Source: an optimization exercise on an open RTL-to-GDS flow (aim: a short achievable clock period and few clock cycles). Production flows keep margins and buffers that such runs may drop. Function was checked by simulation only, so behaviour that the tests miss may differ from the original. Power is estimated from default activity; no workload was simulated.

==> design/flow/run.sh <==
#!/bin/bash
# synth_recipe.tcl (not shown) runs the flow's synth.tcl, then flattens the netlist and writes it again
# the make line also repeats each setting of config.mk as NAME=value (left out here)
make -C /OpenROAD-flow-scripts/flow DESIGN_CONFIG=/design/flow/config.mk WORK_HOME=/design/flow/orfs CLKGATE_MAP_FILE= SYNTH_SCRIPT=/design/flow/synth_recipe.tcl finish
==> design/flow/design.v <==
package cache_geom_pkg;
    localparam int WORD_BYTES = 4;
    localparam int WORDS_PER_LINE = 4;
    localparam int LINE_ADDR_WIDTH = 12;
    typedef logic [WORD_BYTES*8-1:0] word_t;
    typedef logic [WORDS_PER_LINE*WORD_BYTES*8-1:0] line_t;
    typedef logic [LINE_ADDR_WIDTH-1:0] line_addr_t;
    typedef logic [$clog2(WORDS_PER_LINE)-1:0] word_sel_t;
    typedef logic [WORD_BYTES-1:0] word_byteen_t;
    typedef logic [WORDS_PER_LINE*WORD_BYTES-1:0] line_byteen_t;
endpackage
package cache_msg_pkg;
    localparam int REQ_TAG_WIDTH = 4;
    localparam int REQ_SEL_WIDTH = 2;
    typedef logic [REQ_TAG_WIDTH-1:0] req_tag_t;
    typedef logic [REQ_SEL_WIDTH-1:0] req_sel_t;
    typedef enum logic [0:0] {
        ctrl_run,
        ctrl_wait_fill
    } ctrl_state_e;
endpackage
module cache_tag_store #(
    parameter int NUM_LINES = 16
) (
    input  logic                       clk,
    input  logic                       rst_n,
    input  cache_geom_pkg::line_addr_t lookup_addr,
    output logic                       hit,
    input  logic                       alloc_en,
    input  cache_geom_pkg::line_addr_t alloc_addr
);
    localparam int INDEX_WIDTH = $clog2(NUM_LINES);
    localparam int TAG_WIDTH   = cache_geom_pkg::LINE_ADDR_WIDTH - INDEX_WIDTH;
    logic [NUM_LINES-1:0] valid_q;
    logic [TAG_WIDTH-1:0] tag_q [0:NUM_LINES-1];
    logic [NUM_LINES-1:0] match;
    always_comb begin
        for (int s = 0; s < NUM_LINES; s++) begin
            match[s] = valid_q[s] && (tag_q[s] == lookup_addr[cache_geom_pkg::LINE_ADDR_WIDTH-1:INDEX_WIDTH]);
        end
    end
    assign hit = match[lookup_addr[INDEX_WIDTH-1:0]];
    always_ff @(posedge clk or negedge rst_n) begin
        if (!rst_n) begin
            valid_q <= '0;
        end else if (alloc_en) begin
            valid_q[alloc_addr[INDEX_WIDTH-1:0]] <= 1'b1;
        end
    end
    always_ff @(posedge clk) begin
        for (int s = 0; s < NUM_LINES; s++) begin
            if (alloc_en && alloc_addr[INDEX_WIDTH-1:0] == s) begin
                tag_q[s] <= alloc_addr[cache_geom_pkg::LINE_ADDR_WIDTH-1:INDEX_WIDTH];
            end
        end
    end
endmodule
module cache_data_store #(
    parameter int NUM_LINES = 16
) (
    input  logic                         clk,
    input  logic [15:0]                  rd_sel,
    output logic [NUM_LINES/4*32-1:0]    rd_part,
    input  logic [NUM_LINES-1:0]         wr_sethot,
    input  cache_geom_pkg::line_byteen_t wr_mask,
    input  cache_geom_pkg::line_t        wr_line
);
    localparam int WORD_WIDTH = cache_geom_pkg::WORD_BYTES * 8;
    localparam int WPL        = cache_geom_pkg::WORDS_PER_LINE;
    localparam int LINE_WIDTH = WPL * WORD_WIDTH;
    localparam int LINE_BYTES = WPL * cache_geom_pkg::WORD_BYTES;
    localparam int GROUPS     = NUM_LINES / 4;
    logic [NUM_LINES*LINE_WIDTH-1:0] store_q;
    always_comb begin
        rd_part = '0;
        for (int g = 0; g < GROUPS; g++) begin
            for (int i = 0; i < 16; i++) begin
                if (rd_sel[i]) begin
                    rd_part[g*WORD_WIDTH +: WORD_WIDTH] = rd_part[g*WORD_WIDTH +: WORD_WIDTH]
                        | store_q[(g*4 + i/WPL)*LINE_WIDTH + (i%WPL)*WORD_WIDTH +: WORD_WIDTH];
                end
            end
        end
    end
    always_ff @(posedge clk) begin
        for (int s = 0; s < NUM_LINES; s++) begin
            for (int b = 0; b < LINE_BYTES; b++) begin
                if (wr_sethot[s] && wr_mask[b]) begin
                    store_q[s*LINE_WIDTH + b*8 +: 8] <= wr_line[b*8 +: 8];
                end
            end
        end
    end
endmodule
module cache_bank_ctrl #(
    parameter int NUM_LINES = 16
) (
    input  logic                        clk,
    input  logic                        rst_n,
    input  logic                        core_req_valid,
    output logic                        core_req_ready,
    input  logic                        core_req_rw,
    input  cache_geom_pkg::line_addr_t  core_req_addr,
    input  cache_geom_pkg::word_sel_t   core_req_wsel,
    input  cache_geom_pkg::word_byteen_t core_req_byteen,
    input  cache_geom_pkg::word_t       core_req_data,
    input  cache_msg_pkg::req_tag_t     core_req_tag,
    input  cache_msg_pkg::req_sel_t     core_req_idx,
    output logic                        core_rsp_valid,
    input  logic                        core_rsp_ready,
    output cache_geom_pkg::word_t       core_rsp_data,
    output cache_msg_pkg::req_tag_t     core_rsp_tag,
    output cache_msg_pkg::req_sel_t     core_rsp_idx,
    output logic                        mem_req_valid,
    input  logic                        mem_req_ready,
    output logic                        mem_req_rw,
    output cache_geom_pkg::line_addr_t  mem_req_addr,
    output cache_geom_pkg::line_byteen_t mem_req_byteen,
    output cache_geom_pkg::line_t       mem_req_data,
    input  logic                        mem_rsp_valid,
    output logic                        mem_rsp_ready,
    input  cache_geom_pkg::line_t       mem_rsp_data,
    output cache_geom_pkg::line_addr_t  tag_lookup_addr,
    input  logic                        tag_hit,
    output logic                        tag_alloc_en,
    output cache_geom_pkg::line_addr_t  tag_alloc_addr,
    output logic [15:0]                 dat_rd_sel,
    input  logic [NUM_LINES/4*32-1:0]   dat_rd_part,
    output logic [NUM_LINES-1:0]        dat_wr_sethot,
    output cache_geom_pkg::line_byteen_t dat_wr_mask,
    output cache_geom_pkg::line_t       dat_wr_line
);
    localparam int IW  = $clog2(NUM_LINES);
    localparam int WPL = cache_geom_pkg::WORDS_PER_LINE;
    localparam int WB  = cache_geom_pkg::WORD_BYTES;
    localparam int QD = 16;   
    localparam int MD = 8;    
    localparam int FD = 4;    
    localparam int RD = 4;    
    localparam int QW = $clog2(QD);
    localparam int MW = $clog2(MD);
    localparam int FW = $clog2(FD);
    localparam int RW = $clog2(RD);
    typedef logic [IW-1:0] set_t;
    function automatic cache_geom_pkg::word_t pick_word(input cache_geom_pkg::line_t l,
                                                       input cache_geom_pkg::word_sel_t sel);
        pick_word = l[sel*32 +: 32];
    endfunction
    function automatic cache_geom_pkg::line_byteen_t place_byteen(input cache_geom_pkg::word_byteen_t be,
                                                                 input cache_geom_pkg::word_sel_t sel);
        cache_geom_pkg::line_byteen_t res;
        res = '0;
        res[sel*WB +: WB] = be;
        place_byteen = res;
    endfunction
    logic                         req_rdy_q;
    logic                         a_v;
    logic                         a_rw;
    cache_geom_pkg::line_addr_t   a_addr;
    cache_geom_pkg::word_sel_t    a_wsel;
    cache_geom_pkg::word_byteen_t a_be;
    cache_geom_pkg::word_t        a_data;
    cache_msg_pkg::req_tag_t      a_tag;
    cache_msg_pkg::req_sel_t      a_idx;
    assign core_req_ready = req_rdy_q;
    always_ff @(posedge clk or negedge rst_n) begin
        if (!rst_n) a_v <= 1'b0;
        else        a_v <= core_req_valid && req_rdy_q;
    end
    always_ff @(posedge clk) begin
        a_rw   <= core_req_rw;
        a_addr <= core_req_addr;
        a_wsel <= core_req_wsel;
        a_be   <= core_req_byteen;
        a_data <= core_req_data;
        a_tag  <= core_req_tag;
        a_idx  <= core_req_idx;
    end
    logic                         b_v;
    logic                         b_rw;
    cache_geom_pkg::line_addr_t   b_addr;
    cache_geom_pkg::word_sel_t    b_wsel;
    cache_geom_pkg::word_byteen_t b_be;
    cache_geom_pkg::word_t        b_data;
    cache_msg_pkg::req_tag_t      b_tag;
    cache_msg_pkg::req_sel_t      b_idx;
    logic                         b_rawhit, b_fset, b_faddr;
    logic                         c_alloc;    
    assign tag_lookup_addr = a_addr;
    always_ff @(posedge clk or negedge rst_n) begin
        if (!rst_n) begin
            b_v     <= 1'b0;
            c_alloc <= 1'b0;
        end else begin
            b_v     <= a_v;
            c_alloc <= tag_alloc_en;
        end
    end
    always_ff @(posedge clk) begin
        b_rw     <= a_rw;
        b_addr   <= a_addr;
        b_wsel   <= a_wsel;
        b_be     <= a_be;
        b_data   <= a_data;
        b_tag    <= a_tag;
        b_idx    <= a_idx;
        b_rawhit <= tag_hit;
        b_fset   <= (a_addr[IW-1:0] == b_addr[IW-1:0]);
        b_faddr  <= (a_addr == b_addr);
    end
    logic b_hit, b_pushq, b_pushm;
    assign b_hit   = (b_fset && c_alloc) ? b_faddr : b_rawhit;
    assign b_pushq = b_v && (!b_rw || b_hit);
    assign b_pushm = b_v && (b_rw || !b_hit);
    assign tag_alloc_en   = b_v && !b_rw && !b_hit;
    assign tag_alloc_addr = b_addr;
    logic                         mq_rw   [0:MD-1];
    cache_geom_pkg::line_addr_t   mq_addr [0:MD-1];
    cache_geom_pkg::line_byteen_t mq_be   [0:MD-1];
    cache_geom_pkg::word_t        mq_data [0:MD-1];
    logic [MD-1:0]                mwp;         
    logic [MD-1:0]                mh;          
    logic [MW:0]                  mcount;
    logic                         mtake;
    assign mtake = mem_req_valid && mem_req_ready;
    logic                         mc_rw,   mn_rw;
    cache_geom_pkg::line_addr_t   mc_addr, mn_addr;
    cache_geom_pkg::line_byteen_t mc_be,   mn_be;
    cache_geom_pkg::line_t        mc_data, mn_data;
    cache_geom_pkg::word_t        mc_word, mn_word;
    always_comb begin
        mc_rw   = 1'b0;
        mc_addr = '0;
        mc_be   = '0;
        mc_word = '0;
        mn_rw   = 1'b0;
        mn_addr = '0;
        mn_be   = '0;
        mn_word = '0;
        for (int i = 0; i < MD; i++) begin
            if (mh[i]) begin
                mc_rw   = mc_rw   | mq_rw[i];
                mc_addr = mc_addr | mq_addr[i];
                mc_be   = mc_be   | mq_be[i];
                mc_word = mc_word | mq_data[i];
            end
            if (mh[(i+MD-1)%MD]) begin
                mn_rw   = mn_rw   | mq_rw[i];
                mn_addr = mn_addr | mq_addr[i];
                mn_be   = mn_be   | mq_be[i];
                mn_word = mn_word | mq_data[i];
            end
        end
        for (int b = 0; b < WPL*WB; b++) begin
            mc_data[b*8 +: 8] = mc_be[b] ? mc_word[(b%WB)*8 +: 8] : 8'h00;
            mn_data[b*8 +: 8] = mn_be[b] ? mn_word[(b%WB)*8 +: 8] : 8'h00;
        end
    end
    always_ff @(posedge clk) begin
        for (int i = 0; i < MD; i++) begin
            if (b_v && mwp[i]) begin
                mq_rw[i]   <= b_rw;
                mq_addr[i] <= b_addr;
                mq_be[i]   <= b_rw ? place_byteen(b_be, b_wsel) : '1;
                mq_data[i] <= b_data;
            end
        end
        mem_req_rw     <= mtake ? mn_rw   : mc_rw;
        mem_req_addr   <= mtake ? mn_addr : mc_addr;
        mem_req_byteen <= mtake ? mn_be   : mc_be;
        mem_req_data   <= mtake ? mn_data : mc_data;
    end
    always_ff @(posedge clk or negedge rst_n) begin
        if (!rst_n) begin
            mwp           <= MD'(1);
            mh            <= MD'(1);
            mcount        <= '0;
            mem_req_valid <= 1'b0;
        end else begin
            if (b_pushm) mwp <= {mwp[MD-2:0], mwp[MD-1]};
            if (mtake) mh <= {mh[MD-2:0], mh[MD-1]};
            mcount        <= mcount + b_pushm - mtake;
            mem_req_valid <= mtake ? (mcount > 1) : (mcount != 0);
        end
    end
    logic                         cq_rd   [0:QD-1];
    logic                         cq_miss [0:QD-1];
    set_t                         cq_set  [0:QD-1];
    cache_geom_pkg::word_sel_t    cq_wsel [0:QD-1];
    cache_geom_pkg::word_byteen_t cq_be   [0:QD-1];
    cache_geom_pkg::word_t        cq_data [0:QD-1];
    cache_msg_pkg::req_tag_t      cq_tag  [0:QD-1];
    cache_msg_pkg::req_sel_t      cq_idx  [0:QD-1];
    logic [QD-1:0]                qwp;         
    logic [QW:0]                  qrp;
    logic [QW:0]                  qcount;
    always_ff @(posedge clk) begin
        for (int i = 0; i < QD; i++) begin
            if (b_v && qwp[i]) begin
                cq_rd[i]   <= !b_rw;
                cq_miss[i] <= !b_hit;
                cq_set[i]  <= b_addr[IW-1:0];
                cq_wsel[i] <= b_wsel;
                cq_be[i]   <= b_be;
                cq_data[i] <= b_data;
                cq_tag[i]  <= b_tag;
                cq_idx[i]  <= b_idx;
            end
        end
    end
    logic                  rsp_rdy_q;
    cache_geom_pkg::line_t fq_line [0:FD-1];
    logic [FD-1:0]         fwp;         
    logic [FW:0]           frp;
    logic [FW:0]           fcount;
    logic                  fpush, fpop;
    assign mem_rsp_ready = rsp_rdy_q;
    assign fpush  = mem_rsp_valid && rsp_rdy_q;
    always_ff @(posedge clk) begin
        for (int i = 0; i < FD; i++) begin
            if (fpush && fwp[i]) fq_line[i] <= mem_rsp_data;
        end
    end
    cache_geom_pkg::word_t   rq_data [0:RD-1];
    cache_msg_pkg::req_tag_t rq_tag  [0:RD-1];
    cache_msg_pkg::req_sel_t rq_idx  [0:RD-1];
    logic [RD-1:0]           rwp;         
    logic [RW-1:0]           rh, rh1;     
    logic [RW:0]             rcount;
    logic                    rtake, rpush;
    cache_geom_pkg::word_t   k2_word;
    assign rtake   = core_rsp_valid && core_rsp_ready;
    logic                         k1_v;
    logic                         k1_rd, k1_miss;
    set_t                         k1_set;
    cache_geom_pkg::word_sel_t    k1_wsel;
    cache_geom_pkg::word_byteen_t k1_be;
    cache_geom_pkg::word_t        k1_data;
    cache_msg_pkg::req_tag_t      k1_tag;
    cache_msg_pkg::req_sel_t      k1_idx;
    logic [15:0]                  k1_sel;       
    logic                         k2_v;
    logic                         k2_rd, k2_miss;
    set_t                         k2_set;
    cache_geom_pkg::word_sel_t    k2_wsel;
    cache_geom_pkg::word_byteen_t k2_be;
    cache_msg_pkg::req_tag_t      k2_tag;
    cache_msg_pkg::req_sel_t      k2_idx;
    logic [NUM_LINES/4*32-1:0]    k2_part;      
    logic [NUM_LINES/4-1:0]       k2_grp;       
    cache_geom_pkg::line_t        k2_line;      
    logic [NUM_LINES-1:0]         k2_sethot;    
    cache_geom_pkg::line_byteen_t k2_mask;      
    cache_geom_pkg::word_t        k2_fwd_data;  
    cache_geom_pkg::word_byteen_t k2_fwd_be;
    logic adv1, ld1, rsp_ok, fill_ok;
    logic r_lt_m1, r_lt, f_ne, q_ne;
    logic [RW:0] rcount_next;
    logic [FW:0] fcount_next;
    logic [QW:0] qcount_next;
    assign rsp_ok  = (k2_v && k2_rd) ? r_lt_m1 : r_lt;
    assign fill_ok = f_ne;
    assign adv1    = k1_v && (!k1_rd || (rsp_ok && (!k1_miss || fill_ok)));
    assign ld1     = (!k1_v || adv1) && q_ne;
    assign fpop    = adv1 && k1_rd && k1_miss;
    assign dat_rd_sel = k1_sel;
    always_ff @(posedge clk) begin
        if (ld1) begin
            k1_rd   <= cq_rd[qrp[QW-1:0]];
            k1_miss <= cq_miss[qrp[QW-1:0]];
            k1_set  <= cq_set[qrp[QW-1:0]];
            k1_wsel <= cq_wsel[qrp[QW-1:0]];
            k1_be   <= cq_be[qrp[QW-1:0]];
            k1_data <= cq_data[qrp[QW-1:0]];
            k1_tag  <= cq_tag[qrp[QW-1:0]];
            k1_idx  <= cq_idx[qrp[QW-1:0]];
            k1_sel  <= 16'b1 << {cq_set[qrp[QW-1:0]][1:0], cq_wsel[qrp[QW-1:0]]};
        end
    end
    logic k1_sameset, k1_sameword;
    assign k1_sameset  = k2_v && (k2_set == k1_set);
    assign k1_sameword = k1_sameset && (k2_wsel == k1_wsel);
    always_ff @(posedge clk) begin
        k2_rd   <= k1_rd;
        k2_miss <= k1_miss;
        k2_set  <= k1_set;
        k2_wsel <= k1_wsel;
        k2_be   <= k1_be;
        k2_tag  <= k1_tag;
        k2_idx  <= k1_idx;
        k2_part <= dat_rd_part;
        k2_grp  <= 4'b1 << k1_set[IW-1:IW-2];
        k2_line <= k1_rd ? fq_line[frp[FW-1:0]] : {WPL{k1_data}};
        k2_mask <= k1_rd ? '1 : place_byteen(k1_be, k1_wsel);
        k2_fwd_data <= pick_word(k2_line, k1_wsel);
        if (k1_sameset && k2_rd && k2_miss) begin
            k2_fwd_be <= '1;
        end else if (k1_sameword && !k2_rd) begin
            k2_fwd_be <= k2_be;
        end else begin
            k2_fwd_be <= '0;
        end
    end
    always_ff @(posedge clk or negedge rst_n) begin
        if (!rst_n) begin
            k1_v      <= 1'b0;
            k2_v      <= 1'b0;
            k2_sethot <= '0;
            qrp       <= '0;
        end else begin
            if (ld1) k1_v <= 1'b1;
            else if (adv1) k1_v <= 1'b0;
            if (ld1) qrp <= qrp + 1'b1;
            k2_v <= adv1;
            k2_sethot <= '0;
            if (adv1 && (!k1_rd || k1_miss)) k2_sethot[k1_set] <= 1'b1;
        end
    end
    assign dat_wr_sethot = k2_sethot;
    assign dat_wr_mask   = k2_mask;
    assign dat_wr_line   = k2_line;
    cache_geom_pkg::word_t k2_rdword;
    always_comb begin
        k2_rdword = '0;
        for (int g = 0; g < NUM_LINES/4; g++) begin
            if (k2_grp[g]) k2_rdword = k2_rdword | k2_part[g*32 +: 32];
        end
        if (k2_miss) begin
            k2_word = pick_word(k2_line, k2_wsel);
        end else begin
            for (int b = 0; b < WB; b++) begin
                k2_word[b*8 +: 8] = k2_fwd_be[b] ? k2_fwd_data[b*8 +: 8] : k2_rdword[b*8 +: 8];
            end
        end
    end
    assign rpush = k2_v && k2_rd;
    assign rcount_next = rcount + rpush - rtake;
    assign fcount_next = fcount + fpush - fpop;
    assign qcount_next = qcount + b_pushq - ld1;
    always_ff @(posedge clk) begin
        for (int i = 0; i < RD; i++) begin
            if (rpush && rwp[i]) begin
                rq_data[i] <= k2_word;
                rq_tag[i]  <= k2_tag;
                rq_idx[i]  <= k2_idx;
            end
        end
        core_rsp_data <= rtake ? rq_data[rh1] : rq_data[rh];
        core_rsp_tag  <= rtake ? rq_tag[rh1]  : rq_tag[rh];
        core_rsp_idx  <= rtake ? rq_idx[rh1]  : rq_idx[rh];
    end
    always_ff @(posedge clk or negedge rst_n) begin
        if (!rst_n) begin
            rwp            <= RD'(1);
            rh             <= '0;
            rh1            <= RW'(1);
            rcount         <= '0;
            r_lt_m1        <= 1'b1;
            r_lt           <= 1'b1;
            core_rsp_valid <= 1'b0;
        end else begin
            if (rpush) rwp <= {rwp[RD-2:0], rwp[RD-1]};
            if (rtake) begin
                rh  <= rh1;
                rh1 <= rh1 + 1'b1;
            end
            rcount         <= rcount_next;
            r_lt_m1        <= rcount_next < RD - 1;
            r_lt           <= rcount_next < RD;
            core_rsp_valid <= rtake ? (rcount > 1) : (rcount != 0);
        end
    end
    logic [QW+1:0] q_need;
    logic [MW+1:0] m_need;
    logic [FW+1:0] f_need;
    assign q_need = qcount + a_v + b_v + req_rdy_q;
    assign m_need = mcount + a_v + b_v + req_rdy_q;
    assign f_need = fcount + rsp_rdy_q;
    always_ff @(posedge clk or negedge rst_n) begin
        if (!rst_n) begin
            qwp       <= QD'(1);
            qcount    <= '0;
            q_ne      <= 1'b0;
            fwp       <= FD'(1);
            frp       <= '0;
            fcount    <= '0;
            f_ne      <= 1'b0;
            req_rdy_q <= 1'b0;
            rsp_rdy_q <= 1'b0;
        end else begin
            if (b_pushq) qwp <= {qwp[QD-2:0], qwp[QD-1]};
            if (fpush) fwp <= {fwp[FD-2:0], fwp[FD-1]};
            if (fpop) frp <= frp + 1'b1;
            qcount <= qcount_next;
            q_ne   <= b_pushq || (qcount > 1) || (q_ne && !ld1);
            fcount <= fcount_next;
            f_ne   <= fpush || (fcount > 1) || (f_ne && !fpop);
            req_rdy_q <= (q_need < QD) && (m_need < MD);
            rsp_rdy_q <= (f_need < FD);
        end
    end
endmodule
module cache_bank #(
    parameter int NUM_LINES = 16
) (
    input  logic                         clk,
    input  logic                         rst_n,
    input  logic                         core_req_valid,
    output logic                         core_req_ready,
    input  logic                         core_req_rw,
    input  cache_geom_pkg::line_addr_t   core_req_addr,
    input  cache_geom_pkg::word_sel_t    core_req_wsel,
    input  cache_geom_pkg::word_byteen_t core_req_byteen,
    input  cache_geom_pkg::word_t        core_req_data,
    input  cache_msg_pkg::req_tag_t      core_req_tag,
    input  cache_msg_pkg::req_sel_t      core_req_idx,
    output logic                         core_rsp_valid,
    input  logic                         core_rsp_ready,
    output cache_geom_pkg::word_t        core_rsp_data,
    output cache_msg_pkg::req_tag_t      core_rsp_tag,
    output cache_msg_pkg::req_sel_t      core_rsp_idx,
    output logic                         mem_req_valid,
    input  logic                         mem_req_ready,
    output logic                         mem_req_rw,
    output cache_geom_pkg::line_addr_t   mem_req_addr,
    output cache_geom_pkg::line_byteen_t mem_req_byteen,
    output cache_geom_pkg::line_t        mem_req_data,
    input  logic                         mem_rsp_valid,
    output logic                         mem_rsp_ready,
    input  cache_geom_pkg::line_t        mem_rsp_data
);
    cache_geom_pkg::line_addr_t   tag_lookup_addr;
    logic                         tag_hit;
    logic                         tag_alloc_en;
    cache_geom_pkg::line_addr_t   tag_alloc_addr;
    logic [15:0]                  dat_rd_sel;
    logic [NUM_LINES/4*32-1:0]    dat_rd_part;
    logic [NUM_LINES-1:0]         dat_wr_sethot;
    cache_geom_pkg::line_byteen_t dat_wr_mask;
    cache_geom_pkg::line_t        dat_wr_line;
    cache_bank_ctrl #(
        .NUM_LINES (NUM_LINES)
    ) ctrl_i (
        .clk             (clk),
        .rst_n           (rst_n),
        .core_req_valid  (core_req_valid),
        .core_req_ready  (core_req_ready),
        .core_req_rw     (core_req_rw),
        .core_req_addr   (core_req_addr),
        .core_req_wsel   (core_req_wsel),
        .core_req_byteen (core_req_byteen),
        .core_req_data   (core_req_data),
        .core_req_tag    (core_req_tag),
        .core_req_idx    (core_req_idx),
        .core_rsp_valid  (core_rsp_valid),
        .core_rsp_ready  (core_rsp_ready),
        .core_rsp_data   (core_rsp_data),
        .core_rsp_tag    (core_rsp_tag),
        .core_rsp_idx    (core_rsp_idx),
        .mem_req_valid   (mem_req_valid),
        .mem_req_ready   (mem_req_ready),
        .mem_req_rw      (mem_req_rw),
        .mem_req_addr    (mem_req_addr),
        .mem_req_byteen  (mem_req_byteen),
        .mem_req_data    (mem_req_data),
        .mem_rsp_valid   (mem_rsp_valid),
        .mem_rsp_ready   (mem_rsp_ready),
        .mem_rsp_data    (mem_rsp_data),
        .tag_lookup_addr (tag_lookup_addr),
        .tag_hit         (tag_hit),
        .tag_alloc_en    (tag_alloc_en),
        .tag_alloc_addr  (tag_alloc_addr),
        .dat_rd_sel      (dat_rd_sel),
        .dat_rd_part     (dat_rd_part),
        .dat_wr_sethot   (dat_wr_sethot),
        .dat_wr_mask     (dat_wr_mask),
        .dat_wr_line     (dat_wr_line)
    );
    cache_tag_store #(
        .NUM_LINES (NUM_LINES)
    ) tag_store_i (
        .clk         (clk),
        .rst_n       (rst_n),
        .lookup_addr (tag_lookup_addr),
        .hit         (tag_hit),
        .alloc_en    (tag_alloc_en),
        .alloc_addr  (tag_alloc_addr)
    );
    cache_data_store #(
        .NUM_LINES (NUM_LINES)
    ) data_store_i (
        .clk       (clk),
        .rd_sel    (dat_rd_sel),
        .rd_part   (dat_rd_part),
        .wr_sethot (dat_wr_sethot),
        .wr_mask   (dat_wr_mask),
        .wr_line   (dat_wr_line)
    );
endmodule
==> design/flow/constraint.sdc <==
create_clock -name core_clock -period 5.2 [get_ports {clk}]
set_input_delay 1.0400 -clock core_clock [delete_from_list [all_inputs] [get_ports {clk}]]
set_output_delay 1.0400 -clock core_clock [all_outputs]
set_load 0.01 [all_outputs]
==> design/flow/config.mk <==
export PLATFORM = sky130hd
export DESIGN_NAME = cache_bank
export DESIGN_NICKNAME = cache_bank
export VERILOG_FILES = /design/flow/design.v
export SDC_FILE = /design/flow/constraint.sdc
export NUM_CORES = 4
export LEC_CHECK = 0
export ABC_CLOCK_PERIOD_IN_PS = 2000
export CAP_MARGIN = 20
export CORE_MARGIN = 2
export CORE_UTILIZATION = 50
export CTS_CLUSTER_DIAMETER = 150
export CTS_CLUSTER_SIZE = 24
export SETUP_SLACK_MARGIN = 2.6
export SLEW_MARGIN = 20
==> impl_metrics.py, run 1 <==
metrics = {
    "run_status": {
        "outcome": "timing/DRC/antenna clean",
    },
    "routing": {
        "drt-pass1-iter-count": 8,
        "first_iter_violations": 16430,
        "via_per_inst": 6.809,
        "detail-route-antenna-nets": 0,
        "wl_per_cell_um": 38.00,
        "routed_wl_um": 595500,
        "vias": 106701,
        "drc_errors": 0,
    },
    "critical_path": {
        "critPathKind": "reg2out",
        "path_buf_inv": 1,
        "reg2reg_depth": 6,
        "critPathRequiredTime_ps": 4160,
        "crit_chain": "buf_6",
        "r2r-start": "ctrl_i.frp[1]",
        "slowest_stage": "dfrtp_2",
        "cp_max_fo": 2,
        "worstSetupStartpointType": "register",
        "cp_data_arrival_time_ps": 1610,
        "ff2ff_setup_slack_ps": 2590,
        "critPathCaptureType": "primary output",
        "cpLargestDelayFamily": "flip-flops",
        "cpPeakStageDelay_ps": 480,
        "regToRegEndpoint": "ctrl_i.k2_line[117]",
    },
    "power_and_ir_drop": {
        "p_per_area_nw_per_um2": 543.0,
        "p_leak_uw": 0.06361,
        "max-vdd-ir-drop_mv": 0.7418,
    },
    "sta": {
        "setup-tns-final_ps": 0,
        "fin_skew_ps": 77.90,
        "period_minus_slack_ps": 2648,
        "setup_viol": 0,
        "worst_slew_pin_slew_ps": 1233,
        "post-route-period-util": 0.5092,
        "rsz0062_at_grt": "yes",
        "final_hold_viol_count": 0,
        "maxSlewViolCount": 0,
        "max-slew-margin-rel": 0.1777,
        "timing.hold.ws_ps": 55.58,
        "max_freq_mhz": 377.7,
    },
    "finish": {
        "drive_gt1_frac": 0.1189,
        "nets": 10884,
        "area_delta_synth_final_pct": 10.09,
    },
    "placement": {
        "port_buffers": 389,
        "place_congestion": 0.8585,
        "hpwl_um": 350200,
    },
    "yosys": {
        "ys.flop_type": "edfxtp_1",
        "ys_async_sr_fraction": 0.02224,
        "yosysWarningCount": 20,
        "yosysUniqueCellTypes": 78,
        "syn-instance-count": 10312,
        "syn_area_per_cell_um2": 17.40,
        "synth_edf_count": 4194,
        "synth_top_area_frac": 0.7021,
        "synth_top_cell_by_area": "edfxtp_1",
        "synthTopCellsByArea": "edfxtp_1 70%, dfxtp_1 7.2%, a221oi_1 2.9%",
        "syn-num-nets": 10559,
        "yosysSeqAreaShare": 0.7891,
        "synth_area_um2": 179400,
        "synth_seq_cells": 4946,
    },
    "die": {
        "fp.dieArea_um2": 363600,
        "rows": 219,
        "die_y_um": 603.0,
        "initial_core_util": 0.5032,
        "io_pins": 390,
        "core_region_area_um2": 356500,
        "die_w_um": 603.0,
    },
    "clock_tree": {
        "clock-sinks": 4946,
        "root_buffer": "clkbuf_16",
        "cts_buffer_depth": 4,
        "clock_latency_ps": 990,
        "h-tree-depth": 4,
        "hold_buffers": 0,
        "cts_tree": "done",
        "clk_pin_slew_worst_paths_ps": 90,
        "cts_made_buffers": 229,
    },
    "grt": {
        "grt_start_max_net_pins": 129,
        "track_usage": 0.3191,
        "grt_pass1_wl_um": 814800,
        "antenna_found_initial": 93,
        "grt.overflow.total": 0,
        "first_global_vias": 103067,
    },
    "worst_hold_path": {
        "min_path_type": "in2async",
    },
    "job": {
        "cap_viol_max_count": 0,
    },
}
-- final cells by class --
type / instances / area (µm²)
Fill cell: 27545 / 159000
Sequential cell: 4946 / 141800
Multi-Input combinational cell: 4596 / 35540
Timing Repair Buffer: 790 / 7074
Clock buffer: 419 / 6465
Tap cell: 4751 / 5944
Inverter: 74 / 285.3
Antenna cell: 84 / 210.2
Clock inverter: 11 / 151.4
-- layer usage --
layer	wire, µm	share of wire	GRT usage
met5	158	0.00027	0
met1	219200	0.37	0.4213
met4	34360	0.058	0.1596
met2	279600	0.47	0.5078
met3	62190	0.10	0.06306
-- how the worst max path moves through the flow --
stage                                from                      end  slack [ps]  depth (start not counted)
floorplan                  ctrl_i.c_alloc         ctrl_i.qcount[4]        2260                         15
global placement           ctrl_i.c_alloc  tag_store_i.tag_q[3][0]        1520                          6
detailed placement         ctrl_i.c_alloc  tag_store_i.tag_q[3][7]        1390                          6
CTS                      ctrl_i.b_wsel[1]      ctrl_i.mq_be[3][13]        2470                          4
global route             ctrl_i.a_addr[8]          ctrl_i.b_rawhit        2350                          7
finish              ctrl_i.core_rsp_valid           core_rsp_valid        2550                          1
-- report_power, final --
group          switching [µW]  internal (µW)
logic                   21900           9860
registers                4820          49800
clock network           12300           8500
total                   39000          68200
-- placed cells by master (no fill, tap or decap), types with 98 or more instances in the layout --
| cell type | n |
|---|---|
| o21ai_0 | 256 |
| clkbuf_1 | 189 |
| and2_1 | 274 |
| xnor2_1 | 98 |
| clkdlybuf4s50_1 | 189 |
| dfxtp_1 | 539 |
| buf_2 | 176 |
| o22ai_1 | 135 |
| nor2_1 | 144 |
| a222oi_1 | 209 |
| a221oi_1 | 588 |
| clkbuf_16 | 233 |
| a21o_1 | 156 |
| nand2_1 | 389 |
| buf_4 | 305 |
| a22o_1 | 578 |
| edfxtp_1 | 4194 |
| a22oi_1 | 621 |
| nand4_1 | 184 |
| mux4_2 | 103 |
-- state kept, by name, indices dropped and copies added, names as in the netlist, 96 cells and up --
name,cells
data_store_i.store_q,2048
ctrl_i.cq_data,512
ctrl_i.fq_line,512
ctrl_i.mq_data,256
ctrl_i.k2_line,128
ctrl_i.k2_part,128
ctrl_i.mem_req_data,128
ctrl_i.mq_be,128
ctrl_i.rq_data,128
tag_store_i.tag_q,128
ctrl_i.mq_addr,96
-- cells in the mapped netlist (61+ instances only) --
cell      number
edfxtp_1    4194
dfxtp_1      642
a22oi_1      624
a221oi_1     590
a22o_1       578
clkbuf_1     532
nand2_1      400
and2_1       304
o21ai_0      298
a222oi_1     209
nand4_1      184
nor2_1       161
a21o_1       156
o22ai_1      136
mux4_2       103
dfrtp_1      102
xnor2_1       98
a21oi_1       90
buf_1         89
nand3_1       79
inv_1         71
and4_1        66
buf_2         64
xor2_1        61
-- through the flow --
stage               cells  worst slack [ps]  power [µW]  utilization  cell area [µm²]
finish              15671              2552      107200       0.5539           197500
global route        15625              2353      109700       0.5536           197400
CTS                 15553              2471      105800       0.5513           196600
detailed placement  15061              1389       84650       0.5313           189400
global placement    15061              1517       84190       0.5313           189400
floorplan           10312              2256       67680            -           179500
-- kinds of logic after synthesis --
family          after synthesis  synth area share
compound gates             2826            0.1236
flops                      4946            0.7891
simple gates               1358           0.04002
buf+inv                     774           0.01700
mux                         193           0.01831
fa+ha+maj                    56          0.004157
xor+xnor                    159          0.007763
-- timing repair --
| action | in CTS | in global routing |
|---|---|---|
| pin swaps | 12 | 24 |
| buffers inserted | 58 | 29 |
| endpoints found under the setup margin | 1333 | 277 |
| resized for setup | 1061 | 98 |
| gates cloned | 4 | 4 |
Testbench counts, summed over its fixed seeds: cycles 24,129.
==> run 2, diff against run 1 <==
--- a/design/flow/design.v
+++ b/design/flow/design.v
@@ -27,4 +27,5 @@
     input  cache_geom_pkg::line_addr_t lookup_addr,
+    input  logic [NUM_LINES-1:0]       lookup_sethot,   
     output logic                       hit,
-    input  logic                       alloc_en,
+    input  logic [NUM_LINES-1:0]       alloc_sethot,    
     input  cache_geom_pkg::line_addr_t alloc_addr
@@ -41,3 +42,3 @@
     end
-    assign hit = match[lookup_addr[INDEX_WIDTH-1:0]];
+    assign hit = |(match & lookup_sethot);
     always_ff @(posedge clk or negedge rst_n) begin
@@ -45,4 +46,4 @@
             valid_q <= '0;
-        end else if (alloc_en) begin
-            valid_q[alloc_addr[INDEX_WIDTH-1:0]] <= 1'b1;
+        end else begin
+            valid_q <= valid_q | alloc_sethot;
         end
@@ -51,3 +52,3 @@
         for (int s = 0; s < NUM_LINES; s++) begin
-            if (alloc_en && alloc_addr[INDEX_WIDTH-1:0] == s) begin
+            if (alloc_sethot[s]) begin
                 tag_q[s] <= alloc_addr[cache_geom_pkg::LINE_ADDR_WIDTH-1:INDEX_WIDTH];
@@ -123,4 +124,5 @@
     output cache_geom_pkg::line_addr_t  tag_lookup_addr,
+    output logic [NUM_LINES-1:0]        tag_lookup_sethot,
     input  logic                        tag_hit,
-    output logic                        tag_alloc_en,
+    output logic [NUM_LINES-1:0]        tag_alloc_sethot,
     output cache_geom_pkg::line_addr_t  tag_alloc_addr,
@@ -155,4 +157,7 @@
     endfunction
-    logic                         req_rdy_q;
+    logic                         req_rdy_q;   
+    logic                         req_rdy_n;   
     logic                         a_v;
+    logic [NUM_LINES-1:0]         a_sethot;
+    cache_geom_pkg::line_byteen_t a_be16;
     logic                         a_rw;
@@ -167,3 +172,3 @@
         if (!rst_n) a_v <= 1'b0;
-        else        a_v <= core_req_valid && req_rdy_q;
+        else        a_v <= core_req_valid && !req_rdy_n;
     end
@@ -177,2 +182,4 @@
         a_idx  <= core_req_idx;
+        a_sethot <= NUM_LINES'(1) << core_req_addr[IW-1:0];
+        a_be16   <= place_byteen(core_req_byteen, core_req_wsel);
     end
@@ -186,5 +193,11 @@
     cache_msg_pkg::req_sel_t      b_idx;
-    logic                         b_rawhit, b_fset, b_faddr;
+    logic                         b_fset;
+    logic [NUM_LINES-1:0]         b_sethot;
+    cache_geom_pkg::line_byteen_t b_be16;     
+    logic                         b_h0, b_h1, b_q0, b_q1, b_m0, b_m1, b_al0, b_al1;
     logic                         c_alloc;    
-    assign tag_lookup_addr = a_addr;
+    assign tag_lookup_addr   = a_addr;
+    assign tag_lookup_sethot = a_sethot;
+    logic a_faddr;
+    assign a_faddr = (a_addr == b_addr);
     always_ff @(posedge clk or negedge rst_n) begin
@@ -195,3 +208,3 @@
             b_v     <= a_v;
-            c_alloc <= tag_alloc_en;
+            c_alloc <= b_alloc;
         end
@@ -206,12 +219,22 @@
         b_idx    <= a_idx;
-        b_rawhit <= tag_hit;
         b_fset   <= (a_addr[IW-1:0] == b_addr[IW-1:0]);
-        b_faddr  <= (a_addr == b_addr);
-    end
-    logic b_hit, b_pushq, b_pushm;
-    assign b_hit   = (b_fset && c_alloc) ? b_faddr : b_rawhit;
-    assign b_pushq = b_v && (!b_rw || b_hit);
-    assign b_pushm = b_v && (b_rw || !b_hit);
-    assign tag_alloc_en   = b_v && !b_rw && !b_hit;
-    assign tag_alloc_addr = b_addr;
+        b_sethot <= a_sethot;
+        b_be16   <= a_rw ? a_be16 : '1;
+        b_h0     <= tag_hit;
+        b_h1     <= a_faddr;
+        b_q0     <= a_v && (!a_rw || tag_hit);
+        b_q1     <= a_v && (!a_rw || a_faddr);
+        b_m0     <= a_v && (a_rw || !tag_hit);
+        b_m1     <= a_v && (a_rw || !a_faddr);
+        b_al0    <= a_v && !a_rw && !tag_hit;
+        b_al1    <= a_v && !a_rw && !a_faddr;
+    end
+    logic b_fwd, b_hit, b_pushq, b_pushm, b_alloc;
+    assign b_fwd   = b_fset && c_alloc;
+    assign b_hit   = b_fwd ? b_h1  : b_h0;
+    assign b_pushq = b_fwd ? b_q1  : b_q0;
+    assign b_pushm = b_fwd ? b_m1  : b_m0;
+    assign b_alloc = b_fwd ? b_al1 : b_al0;
+    assign tag_alloc_sethot = b_alloc ? b_sethot : '0;
+    assign tag_alloc_addr   = b_addr;
     logic                         mq_rw   [0:MD-1];
@@ -224,3 +247,4 @@
     logic                         mtake;
-    assign mtake = mem_req_valid && mem_req_ready;
+    logic mreq_v_n;   
+    assign mtake = !mreq_v_n && mem_req_ready;
     logic                         mc_rw,   mn_rw;
@@ -260,6 +284,6 @@
         for (int i = 0; i < MD; i++) begin
-            if (b_v && mwp[i]) begin
+            if (mwp[i]) begin
                 mq_rw[i]   <= b_rw;
                 mq_addr[i] <= b_addr;
-                mq_be[i]   <= b_rw ? place_byteen(b_be, b_wsel) : '1;
+                mq_be[i]   <= b_be16;
                 mq_data[i] <= b_data;
@@ -278,2 +302,3 @@
             mem_req_valid <= 1'b0;
+            mreq_v_n      <= 1'b1;
         end else begin
@@ -283,2 +308,3 @@
             mem_req_valid <= mtake ? (mcount > 1) : (mcount != 0);
+            mreq_v_n      <= mtake ? (mcount < 2) : (mcount == 0);
         end
@@ -298,3 +324,3 @@
         for (int i = 0; i < QD; i++) begin
-            if (b_v && qwp[i]) begin
+            if (qwp[i]) begin
                 cq_rd[i]   <= !b_rw;
@@ -310,3 +336,4 @@
     end
-    logic                  rsp_rdy_q;
+    logic                  rsp_rdy_q;   
+    logic                  rsp_rdy_n;   
     cache_geom_pkg::line_t fq_line [0:FD-1];
@@ -317,6 +344,6 @@
     assign mem_rsp_ready = rsp_rdy_q;
-    assign fpush  = mem_rsp_valid && rsp_rdy_q;
+    assign fpush  = mem_rsp_valid && !rsp_rdy_n;
     always_ff @(posedge clk) begin
         for (int i = 0; i < FD; i++) begin
-            if (fpush && fwp[i]) fq_line[i] <= mem_rsp_data;
+            if (fwp[i]) fq_line[i] <= mem_rsp_data;
         end
@@ -331,3 +358,4 @@
     cache_geom_pkg::word_t   k2_word;
-    assign rtake   = core_rsp_valid && core_rsp_ready;
+    logic crsp_v_n;   
+    assign rtake   = !crsp_v_n && core_rsp_ready;
     logic                         k1_v;
@@ -460,2 +488,3 @@
             core_rsp_valid <= 1'b0;
+            crsp_v_n       <= 1'b1;
         end else begin
@@ -470,2 +499,3 @@
             core_rsp_valid <= rtake ? (rcount > 1) : (rcount != 0);
+            crsp_v_n       <= rtake ? (rcount < 2) : (rcount == 0);
         end
@@ -475,5 +505,5 @@
     logic [FW+1:0] f_need;
-    assign q_need = qcount + a_v + b_v + req_rdy_q;
-    assign m_need = mcount + a_v + b_v + req_rdy_q;
-    assign f_need = fcount + rsp_rdy_q;
+    assign q_need = qcount + a_v + b_v + !req_rdy_n;
+    assign m_need = mcount + a_v + b_v + !req_rdy_n;
+    assign f_need = fcount + !rsp_rdy_n;
     always_ff @(posedge clk or negedge rst_n) begin
@@ -488,3 +518,5 @@
             req_rdy_q <= 1'b0;
+            req_rdy_n <= 1'b1;
             rsp_rdy_q <= 1'b0;
+            rsp_rdy_n <= 1'b1;
         end else begin
@@ -497,4 +529,6 @@
             f_ne   <= fpush || (fcount > 1) || (f_ne && !fpop);
-            req_rdy_q <= (q_need < QD) && (m_need < MD);
-            rsp_rdy_q <= (f_need < FD);
+            req_rdy_q <= (q_need < QD - 1) && (m_need < MD - 1);
+            req_rdy_n <= !((q_need < QD - 1) && (m_need < MD - 1));
+            rsp_rdy_q <= (f_need < FD - 1);
+            rsp_rdy_n <= !(f_need < FD - 1);
         end
@@ -532,4 +566,5 @@
     cache_geom_pkg::line_addr_t   tag_lookup_addr;
+    logic [NUM_LINES-1:0]         tag_lookup_sethot;
     logic                         tag_hit;
-    logic                         tag_alloc_en;
+    logic [NUM_LINES-1:0]         tag_alloc_sethot;
     cache_geom_pkg::line_addr_t   tag_alloc_addr;
@@ -569,4 +604,5 @@
         .tag_lookup_addr (tag_lookup_addr),
+        .tag_lookup_sethot (tag_lookup_sethot),
         .tag_hit         (tag_hit),
-        .tag_alloc_en    (tag_alloc_en),
+        .tag_alloc_sethot (tag_alloc_sethot),
         .tag_alloc_addr  (tag_alloc_addr),
@@ -584,4 +620,5 @@
         .lookup_addr (tag_lookup_addr),
+        .lookup_sethot (tag_lookup_sethot),
         .hit         (tag_hit),
-        .alloc_en    (tag_alloc_en),
+        .alloc_sethot (tag_alloc_sethot),
         .alloc_addr  (tag_alloc_addr)
==> run 2 against run 1 <==
Net effect:
- critical path depth increased by 10
- final area increased by 0.85%
- clock skew decreased by 16 ps
- synthesized area increased by 0.91%
- hold slack improved by 280 ps
- first-iteration DRC count increased by 0.80%
- die area increased by 0.91%
- fmax decreased by 0.30%
- sequential power about the same
- global-route usage increased by 0.16 points
==> impl_metrics.py, run 2 <==
metrics = {
    "worst_hold_path": {
        "min_to": "ctrl_i.b_data[22]",
        "min_from": "ctrl_i.a_data[22]",
        "hold-path-cell-count": 0,
        "min_path_type": "reg2reg",
    },
    "critical_path": {
        "cp_common_cell": "inv_1",
        "regToRegEndpoint": "ctrl_i.req_rdy_q",
        "critPathKind": "reg2reg",
        "startpoint": "ctrl_i.req_rdy_n",
        "crit_chain": "buf_6 -> fa_1 -> inv_1 -> ha_2 -> inv_2 -> fa_2 -> inv_1 -> a31oi_1 -> o21ai_1 -> or3_4 -> inv_1",
        "critPathCaptureType": "register",
        "reg2reg_depth": 11,
        "slowest_stage": "dfstp_2",
        "ff2ff_setup_slack_ps": 2540,
        "cpPeakStageDelay_ps": 570,
        "worstSetupStartpointType": "register",
        "r2r-start": "ctrl_i.req_rdy_n",
        "cp_max_fo": 2,
        "cp_data_arrival_time_ps": 3590,
        "critPathRequiredTime_ps": 6130,
    },
    "finish": {
        "top_regs": "data_store_i.store_q: 2048 flops, ctrl_i.cq_data: 512 flops, ctrl_i.fq_line: 512 flops",
        "multi_input_area_um2": 35430,
        "largest_register_ffs": 2048,
        "final-seq-area_um2": 143400,
        "mostFrequentLayoutCell": "edfxtp_1",
        "final_util": 0.5536,
        "fillers": 27670,
        "largest-register": "data_store_i.store_q",
        "drive_gt1_frac": 0.1210,
        "area_delta_synth_final_pct": 10.02,
        "nets": 10966,
        "final_cell_mix": "4194 x edfxtp_1, 602 x a22o_1, 589 x dfxtp_1, 587 x a221oi_1, 581 x a22oi_1",
    },
    "sta": {
        "max_freq_mhz": 376.5,
        "period_minus_slack_ps": 2656,
        "setup_viol": 0,
        "fin_skew_ps": 62.32,
        "rsz0062_at_grt": "yes",
        "post-route-period-util": 0.5107,
        "setup-tns-final_ps": 0,
        "finalWorstSetupSlack_ps": 2544,
        "maxSlewViolCount": 0,
        "final_hold_viol_count": 0,
        "max-slew-margin-rel": 0.1760,
        "worst_slew_pin_slew_ps": 1234,
    },
    "clock_tree": {
        "clk_pin_slew_worst_paths_ps": 100,
        "cts_tree": "done",
        "cts_made_buffers": 232,
        "clock-sinks": 5020,
        "root_buffer": "clkbuf_16",
        "cts_buffer_depth": 4,
        "clock_latency_ps": 1010,
        "h-tree-depth": 4,
    },
    "grt": {
        "use_met2": 0.5108,
        "top_usage_layer": "met2",
        "track_usage": 0.3208,
        "grt_util_met1": 0.4189,
        "grt.overflow.total": 0,
        "grt_pass1_wl_um": 820100,
        "first_global_vias": 102475,
        "grt_start_max_net_pins": 129,
        "globalRouteMet3Util": 0.06272,
        "antenna_found_initial": 93,
    },
    "die": {
        "die_y_um": 605.7,
        "io_pins": 390,
        "rows": 220,
        "die_w_um": 605.7,
        "core_region_area_um2": 359800,
        "initial_core_util": 0.5032,
        "fp.dieArea_um2": 366900,
    },
    "yosys": {
        "syn_area_per_cell_um2": 17.42,
        "yosysUniqueCellTypes": 61,
        "yosys.area_share.simple": 0.03965,
        "synth_seq_cells": 5020,
        "muxShareOfSynthArea": 0.01962,
        "synth_xor_area_frac": 0.007789,
        "synth_area_um2": 181000,
        "synth_top_area_frac": 0.6957,
        "ys_async_sr_fraction": 0.02271,
        "synth_top_family_by_area": "compound AO/OA/AOI/OAI gates",
        "synth_adder_area_share": 0.004479,
        "synth_compound_area_frac": 0.1211,
        "syn-instance-count": 10394,
        "yosysWarningCount": 20,
        "synth_top_cell_by_area": "edfxtp_1",
        "synthTopCellsByArea": "edfxtp_1 70%, dfxtp_1 7.9%, a22o_1 2.9%",
        "yosysMostFrequentCell": "edfxtp_1",
        "syn-num-nets": 10645,
        "synth.top_cells.by_count": "4194 x edfxtp_1, 712 x dfxtp_1, 602 x a22o_1, 593 x a221oi_1, 581 x a22oi_1",
        "yosysSeqAreaShare": 0.7903,
        "ys.flop_type": "edfxtp_1",
        "synth_edf_count": 4194,
    },
    "run_status": {
        "outcome": "timing/DRC/antenna clean",
    },
    "routing": {
        "drc_errors": 0,
        "wl_per_cell_um": 38.13,
        "detail-route-antenna-nets": 0,
        "via_per_inst": 6.759,
        "first_iter_violations": 16561,
        "vias": 106574,
        "drt-pass1-iter-count": 7,
        "routed_wl_um": 601100,
    },
    "placement": {
        "pre_cts_slack_ps": 1578,
        "place_congestion": 0.8800,
        "port_buffers": 389,
        "hpwl_um": 353600,
    },
    "power_and_ir_drop": {
        "p_per_area_nw_per_um2": 543.9,
        "p_leak_uw": 0.06432,
        "p_total_uw": 108300,
        "max-vdd-ir-drop_mv": 0.5749,
    },
    "job": {
        "cap_viol_max_count": 0,
    },
}
[run 2: cell types whose count changed in the layout (fill, tap and decap cells not counted), moves of 19 or more]
cell / delta
and2_1: +23
nor2_1: +25
buf_2: -23
dfrtp_1: -20
buf_4: +19
a21oi_1: +27
a22o_1: +24
a22oi_1: -40
dfxtp_1: +50
[run 2: worst max path at each step]
stage | to | cells after the start
after floorplan | ctrl_i.qcount[4] | 16
after global placement | ctrl_i.k1_sel[10] | 8
after detailed placement | ctrl_i.k1_sel[2] | 8
after CTS | core_req_ready | 1
after global routing | ctrl_i.req_rdy_q | 11
final | ctrl_i.req_rdy_q | 11
[run 2: metal layers]
metal | part of all wire | vias to the layer above
met1 | 0.36 | 55106
met4 | 0.060 | 42
met2 | 0.47 | 7114
li1 | - | 43075
met5 | 0.00045 | -
met3 | 0.10 | 1237
[run 2: metrics by stage]
stage                     area (µm²)  hold WS [ps]  instances
after CTS                     198400         329.7      15662
after floorplan               181100         309.6      10394
after global placement        191200         309.9      15173
after detailed placement      191200         312.1      15174
after global routing          199100         331.4      15731
final                         199200         331.3      15767
[run 2: worst max-delay path, delay by kind of cell, from the launching register on]
kind                     cells  cell delay, ps
buffers and inverters        5             320
AO/OA/AOI/OAI                2             240
adder cells (fa/ha/maj)      3            1090
AND/OR/NAND/NOR              1             390
flip-flops                   1             570
[run 2: where the power goes]
| part | leakage (µW) | internal [µW] | switching [µW] |
|---|---|---|---|
| sequential | 0.0453 | 50300 | 4460 |
| clock | 0.00322 | 8750 | 12400 |
| combinational | 0.0158 | 9920 | 22500 |
| total | 0.0643 | 68900 | 39400 |
[run 2: kinds of logic after synthesis]
kind of cell,Yosys count
AO/OA/AOI/OAI,2804
adder cells (fa/ha/maj),60
AND/OR/NAND/NOR,1358
XOR/XNOR,161
flip-flops,5020
buffers and inverters,778
multiplexers,213
[run 2: cell type report]
class / count / share of cell area
Antenna cell: 77 / 0.0009675
Clock buffer: 428 / 0.03349
Clock inverter: 8 / 0.0006471
Inverter: 76 / 0.001470
Multi-Input combinational cell: 4597 / 0.1779
Sequential cell: 5020 / 0.7200
Tap cell: 4773 / 0.02999
Timing Repair Buffer: 788 / 0.03553
[run 2: timing repair]
action                                 4_1_cts  5_1_grt
setup endpoints to repair                  586      156
gates cloned                                 3        0
setup buffers                               48       28
resized for setup                         1131       60
hold buffers                                 1        0
endpoints found under the hold margin       26        0
pin swaps                                   19       21
Testbench counts of run 2, summed over its fixed seeds: cycles 24,178.
==> run 3, diff against run 2 <==
--- a/design/flow/design.v
+++ b/design/flow/design.v
@@ -27,4 +27,3 @@
     input  cache_geom_pkg::line_addr_t lookup_addr,
-    input  logic [NUM_LINES-1:0]       lookup_sethot,   
-    output logic                       hit,
+    output logic [NUM_LINES-1:0]       match,           
     input  logic [NUM_LINES-1:0]       alloc_sethot,    
@@ -36,3 +35,2 @@
     logic [TAG_WIDTH-1:0] tag_q [0:NUM_LINES-1];
-    logic [NUM_LINES-1:0] match;
     always_comb begin
@@ -42,3 +40,2 @@
     end
-    assign hit = |(match & lookup_sethot);
     always_ff @(posedge clk or negedge rst_n) begin
@@ -124,4 +121,3 @@
     output cache_geom_pkg::line_addr_t  tag_lookup_addr,
-    output logic [NUM_LINES-1:0]        tag_lookup_sethot,
-    input  logic                        tag_hit,
+    input  logic [NUM_LINES-1:0]        tag_match,
     output logic [NUM_LINES-1:0]        tag_alloc_sethot,
@@ -196,6 +192,6 @@
     cache_geom_pkg::line_byteen_t b_be16;     
-    logic                         b_h0, b_h1, b_q0, b_q1, b_m0, b_m1, b_al0, b_al1;
+    logic [NUM_LINES-1:0]         b_match;    
+    logic                         b_faddr;    
     logic                         c_alloc;    
     assign tag_lookup_addr   = a_addr;
-    assign tag_lookup_sethot = a_sethot;
     logic a_faddr;
@@ -222,10 +218,4 @@
         b_be16   <= a_rw ? a_be16 : '1;
-        b_h0     <= tag_hit;
-        b_h1     <= a_faddr;
-        b_q0     <= a_v && (!a_rw || tag_hit);
-        b_q1     <= a_v && (!a_rw || a_faddr);
-        b_m0     <= a_v && (a_rw || !tag_hit);
-        b_m1     <= a_v && (a_rw || !a_faddr);
-        b_al0    <= a_v && !a_rw && !tag_hit;
-        b_al1    <= a_v && !a_rw && !a_faddr;
+        b_match  <= tag_match;
+        b_faddr  <= a_faddr;
     end
@@ -233,6 +223,6 @@
     assign b_fwd   = b_fset && c_alloc;
-    assign b_hit   = b_fwd ? b_h1  : b_h0;
-    assign b_pushq = b_fwd ? b_q1  : b_q0;
-    assign b_pushm = b_fwd ? b_m1  : b_m0;
-    assign b_alloc = b_fwd ? b_al1 : b_al0;
+    assign b_hit   = b_fwd ? b_faddr : |(b_match & b_sethot);
+    assign b_pushq = b_v && (!b_rw || b_hit);
+    assign b_pushm = b_v && (b_rw || !b_hit);
+    assign b_alloc = b_v && !b_rw && !b_hit;
     assign tag_alloc_sethot = b_alloc ? b_sethot : '0;
@@ -517,6 +507,2 @@
             f_ne      <= 1'b0;
-            req_rdy_q <= 1'b0;
-            req_rdy_n <= 1'b1;
-            rsp_rdy_q <= 1'b0;
-            rsp_rdy_n <= 1'b1;
         end else begin
@@ -529,8 +515,10 @@
             f_ne   <= fpush || (fcount > 1) || (f_ne && !fpop);
-            req_rdy_q <= (q_need < QD - 1) && (m_need < MD - 1);
-            req_rdy_n <= !((q_need < QD - 1) && (m_need < MD - 1));
-            rsp_rdy_q <= (f_need < FD - 1);
-            rsp_rdy_n <= !(f_need < FD - 1);
         end
     end
+    always_ff @(posedge clk) begin
+        req_rdy_q <= (q_need < QD - 1) && (m_need < MD - 1);
+        req_rdy_n <= !((q_need < QD - 1) && (m_need < MD - 1));
+        rsp_rdy_q <= (f_need < FD - 1);
+        rsp_rdy_n <= !(f_need < FD - 1);
+    end
 endmodule
@@ -566,4 +554,3 @@
     cache_geom_pkg::line_addr_t   tag_lookup_addr;
-    logic [NUM_LINES-1:0]         tag_lookup_sethot;
-    logic                         tag_hit;
+    logic [NUM_LINES-1:0]         tag_match;
     logic [NUM_LINES-1:0]         tag_alloc_sethot;
@@ -604,4 +591,3 @@
         .tag_lookup_addr (tag_lookup_addr),
-        .tag_lookup_sethot (tag_lookup_sethot),
-        .tag_hit         (tag_hit),
+        .tag_match       (tag_match),
         .tag_alloc_sethot (tag_alloc_sethot),
@@ -620,4 +606,3 @@
         .lookup_addr (tag_lookup_addr),
-        .lookup_sethot (tag_lookup_sethot),
-        .hit         (tag_hit),
+        .match       (tag_match),
         .alloc_sethot (tag_alloc_sethot),
==> run 3 against run 2 <==
Net effect:
- clock power hardly changed
- largest power group unchanged
- final area is 0.21% higher
- via count is 0.65% higher
- still clean
==> impl_metrics.py, run 3 <==
metrics = {
    "run_status": {
        "outcome": "timing/DRC/antenna clean",
    },
    "finish": {
        "largest_register_ffs": 2048,
        "nets": 10980,
        "instances_no_fill": 15791,
        "top_regs": "data_store_i.store_q: 2048 flops, ctrl_i.cq_data: 512 flops, ctrl_i.fq_line: 512 flops",
        "largest-register": "data_store_i.store_q",
        "area_delta_synth_final_pct": 10.11,
        "fillers": 28030,
        "final_cell_mix": "4194 x edfxtp_1, 613 x a22o_1, 591 x a22oi_1, 590 x dfxtp_1, 587 x a221oi_1",
        "mostFrequentLayoutCell": "edfxtp_1",
        "drive_gt1_frac": 0.1238,
    },
    "sta": {
        "rsz0062_at_grt": "yes",
        "finalWorstSetupSlack_ps": 2162,
        "max_freq_mhz": 329.2,
        "timing.hold.ws_ps": 56.94,
        "setup_viol": 0,
        "fin_skew_ps": 59.92,
        "max-slew-margin-rel": 0.1362,
        "final_hold_viol_count": 0,
        "maxSlewViolCount": 0,
        "period_minus_slack_ps": 3038,
        "post-route-period-util": 0.5842,
        "setup-tns-final_ps": 0,
        "worst_slew_pin_slew_ps": 1296,
    },
    "clock_tree": {
        "cts_tree": "done",
        "clock-sinks": 5029,
        "root_buffer": "clkbuf_16",
        "cts_made_buffers": 231,
        "clock_latency_ps": 1010,
        "clk_pin_slew_worst_paths_ps": 100,
        "cts_buffer_depth": 4,
        "h-tree-depth": 4,
    },
    "power_and_ir_drop": {
        "max-vdd-ir-drop_mv": 0.6343,
        "p_per_area_nw_per_um2": 544.5,
        "p_total_uw": 108700,
        "p_leak_uw": 0.06460,
    },
    "placement": {
        "place_congestion": 0.8580,
        "pre_cts_slack_ps": 1606,
        "port_buffers": 389,
        "hpwl_um": 343900,
        "placed_cells": 15198,
    },
    "critical_path": {
        "critPathKind": "reg2reg",
        "regToRegEndpoint": "ctrl_i.qcount[4]",
        "cp_max_fo": 4,
        "reg2reg_depth": 16,
        "critPathCaptureType": "register",
        "critPathRequiredTime_ps": 6070,
        "cp_data_arrival_time_ps": 3910,
        "worstSetupStartpointType": "register",
        "r2r-start": "ctrl_i.b_match[9]",
        "ff2ff_setup_slack_ps": 2160,
    },
    "yosys": {
        "yosysSeqAreaShare": 0.7902,
        "synth_top_cell_by_area": "edfxtp_1",
        "synth_seq_cells": 5029,
        "ys.flop_type": "edfxtp_1",
        "ys_async_sr_fraction": 0.02187,
        "syn-instance-count": 10375,
        "syn_area_per_cell_um2": 17.47,
        "yosysMostFrequentCell": "edfxtp_1",
        "synthTopCellsByArea": "edfxtp_1 69%, dfxtp_1 8.0%, a22o_1 3.0%",
        "syn-num-nets": 10626,
        "synth_area_um2": 181300,
        "yosysWarningCount": 20,
        "synth_edf_count": 4194,
        "synth.top_cells.by_count": "4194 x edfxtp_1, 725 x dfxtp_1, 613 x a22o_1, 591 x a22oi_1, 589 x a221oi_1",
        "synth_top_area_frac": 0.6948,
        "yosysUniqueCellTypes": 75,
    },
    "job": {
        "cap_viol_max_count": 0,
    },
    "die": {
        "rows": 221,
        "io_pins": 390,
        "die_w_um": 606.1,
        "initial_core_util": 0.5011,
        "fp.dieArea_um2": 367300,
        "core_region_area_um2": 361700,
        "die_y_um": 606.1,
    },
    "grt": {
        "grt_start_max_net_pins": 129,
        "track_usage": 0.3151,
        "grt.overflow.total": 0,
        "first_global_vias": 103721,
        "antenna_found_initial": 71,
        "grt_pass1_wl_um": 814300,
    },
    "worst_hold_path": {
        "min_path_type": "in2async",
    },
    "routing": {
        "drc_errors": 0,
        "wl_per_cell_um": 37.57,
        "routed_wl_um": 593300,
        "vias": 107269,
        "detail-route-antenna-nets": 0,
        "via_per_inst": 6.793,
        "first_iter_violations": 16849,
        "drt-pass1-iter-count": 9,
    },
}
[run 3: cell families (layout without fill, tap and decap cells)]
logic type | Yosys count | in the layout | share of synthesized area
xor gates and xnor gates | 165 | 165 | 0.007973
buffers and inverters | 773 | 1327 | 0.01666
and+or+nand+nor | 1322 | 1323 | 0.03882
other | 0 | 67 | 0
DFF | 5029 | 5029 | 0.7902
adders and majority gates | 60 | 60 | 0.004473
muxes | 216 | 216 | 0.01969
AOI/OAI and AO/OA | 2810 | 2810 | 0.1222
[run 3: metal layers]
| metal | vias to the layer above | global-route usage | wire, µm |
|---|---|---|---|
| met5 | - | 0.0007839 | 63 |
| met4 | 10 | 0.1448 | 30830 |
| met3 | 1049 | 0.05879 | 65090 |
| met2 | 7421 | 0.4930 | 274200 |
| met1 | 55686 | 0.4312 | 223100 |
| li1 | 43103 | - | - |
[run 3: through the flow]
step                      area, µm²  utilization
after CTS                    198800       0.5498
after global placement       191700       0.5299
final                        199600       0.5518
after detailed placement     191700       0.5300
after floorplan              181400            -
after global routing         199500       0.5517
[run 3: layout make-up]
class                   instances  area [µm²]  area share
inverters                      69       269.0    0.001348
multi-input cells            4574       35490      0.1778
well taps                    4794        5998     0.03006
clock buffers                 426        6640     0.03327
clock inverters                 8       122.6   0.0006144
repair buffers                824        7325     0.03670
flip-flops and latches       5029      143600      0.7193
diodes                         67       167.7   0.0008401
[run 3: timing repair]
| item | CTS | global route |
|---|---|---|
| setup buffers | 50 | 34 |
| endpoints found under the setup margin | 617 | 274 |
| hold buffers | 0 | 0 |
| pin swaps | 25 | 23 |
| resized for setup | 1057 | 43 |
| gates cloned | 5 | 3 |
[run 3: worst max-delay path by stage]
stage	start	endpoint	slack, ps	cells past startpoint
floorplan	ctrl_i.b_sethot[9]	ctrl_i.qcount[4]	2300	17
global placement	ctrl_i.b_sethot[9]	ctrl_i.qcount[4]	1520	16
detailed placement	ctrl_i.b_sethot[9]	ctrl_i.qcount[4]	1610	16
CTS	ctrl_i.b_match[9]	ctrl_i.qcount[4]	2200	16
global route	ctrl_i.b_match[9]	ctrl_i.qcount[4]	2050	16
finish	ctrl_i.b_match[9]	ctrl_i.qcount[4]	2160	16
[run 3: worst max-delay path, stage by stage (launching register included)]
cell and delay, ps:
dfxtp_2 330, a222oi_1 330, and3_1 270, nand4_1 240
o22ai_4 200, buf_12 150, a21bo_4 140, ha_4 210
inv_4 50, ha_4 120, inv_2 40, fa_2 340
nor2_1 120, nor2_1 50, nor2_1 120, nor2_1 70
xor2_1 130
[run 3: where the power goes]
part	leakage [µW]	switching, µW	total (µW)	internal, µW
logic	0.0161	23400	33800	10400
registers	0.0453	3280	53800	50500
clock network	0.00320	12400	21100	8710
total	0.0646	39000	109000	69600
Testbench counts of run 3, summed over its fixed seeds: cycles 24,178.

==> what the ideal ports hide <==
In the flow no input, the clock included, has a driving cell. The finished layouts below were timed again as built, in two steps. Step 1: set_driving_cell puts a clkbuf_16 on clk and a buf_2 on each other input, an assumption about the parent block. Step 2 adds t to the input delays and takes it off the output delays; t is the mean of the earliest and latest rising clock arrival at the registers after step 1. Input paths then give back, and output paths get back, about the clock's delay inside the block. a / b / c = ideal ports / drivers / drivers and shift; a / b = the first two.
run	t, ns	setup WS [ns]	hold WS [ns]	worst setup path at the end	clock arrival spread, ns
run 1	1.062	2.552 / 2.443 / 1.870	0.056 / -0.008 / 0.328	input to register	0.086 / 0.087
run 2	1.091	2.544 / 2.477 / 1.833	0.331 / 0.331 / 0.331	input to register	0.080 / 0.079
run 3	1.108	2.162 / 2.162 / 1.888	0.057 / -0.023 / 0.328	input to register	0.063 / 0.063
After both steps setup and hold are still met in every run listed. For run 2, which loses most, drivers alone change the setup slack by -0.067 ns; drivers and shift together by -0.711 ns.
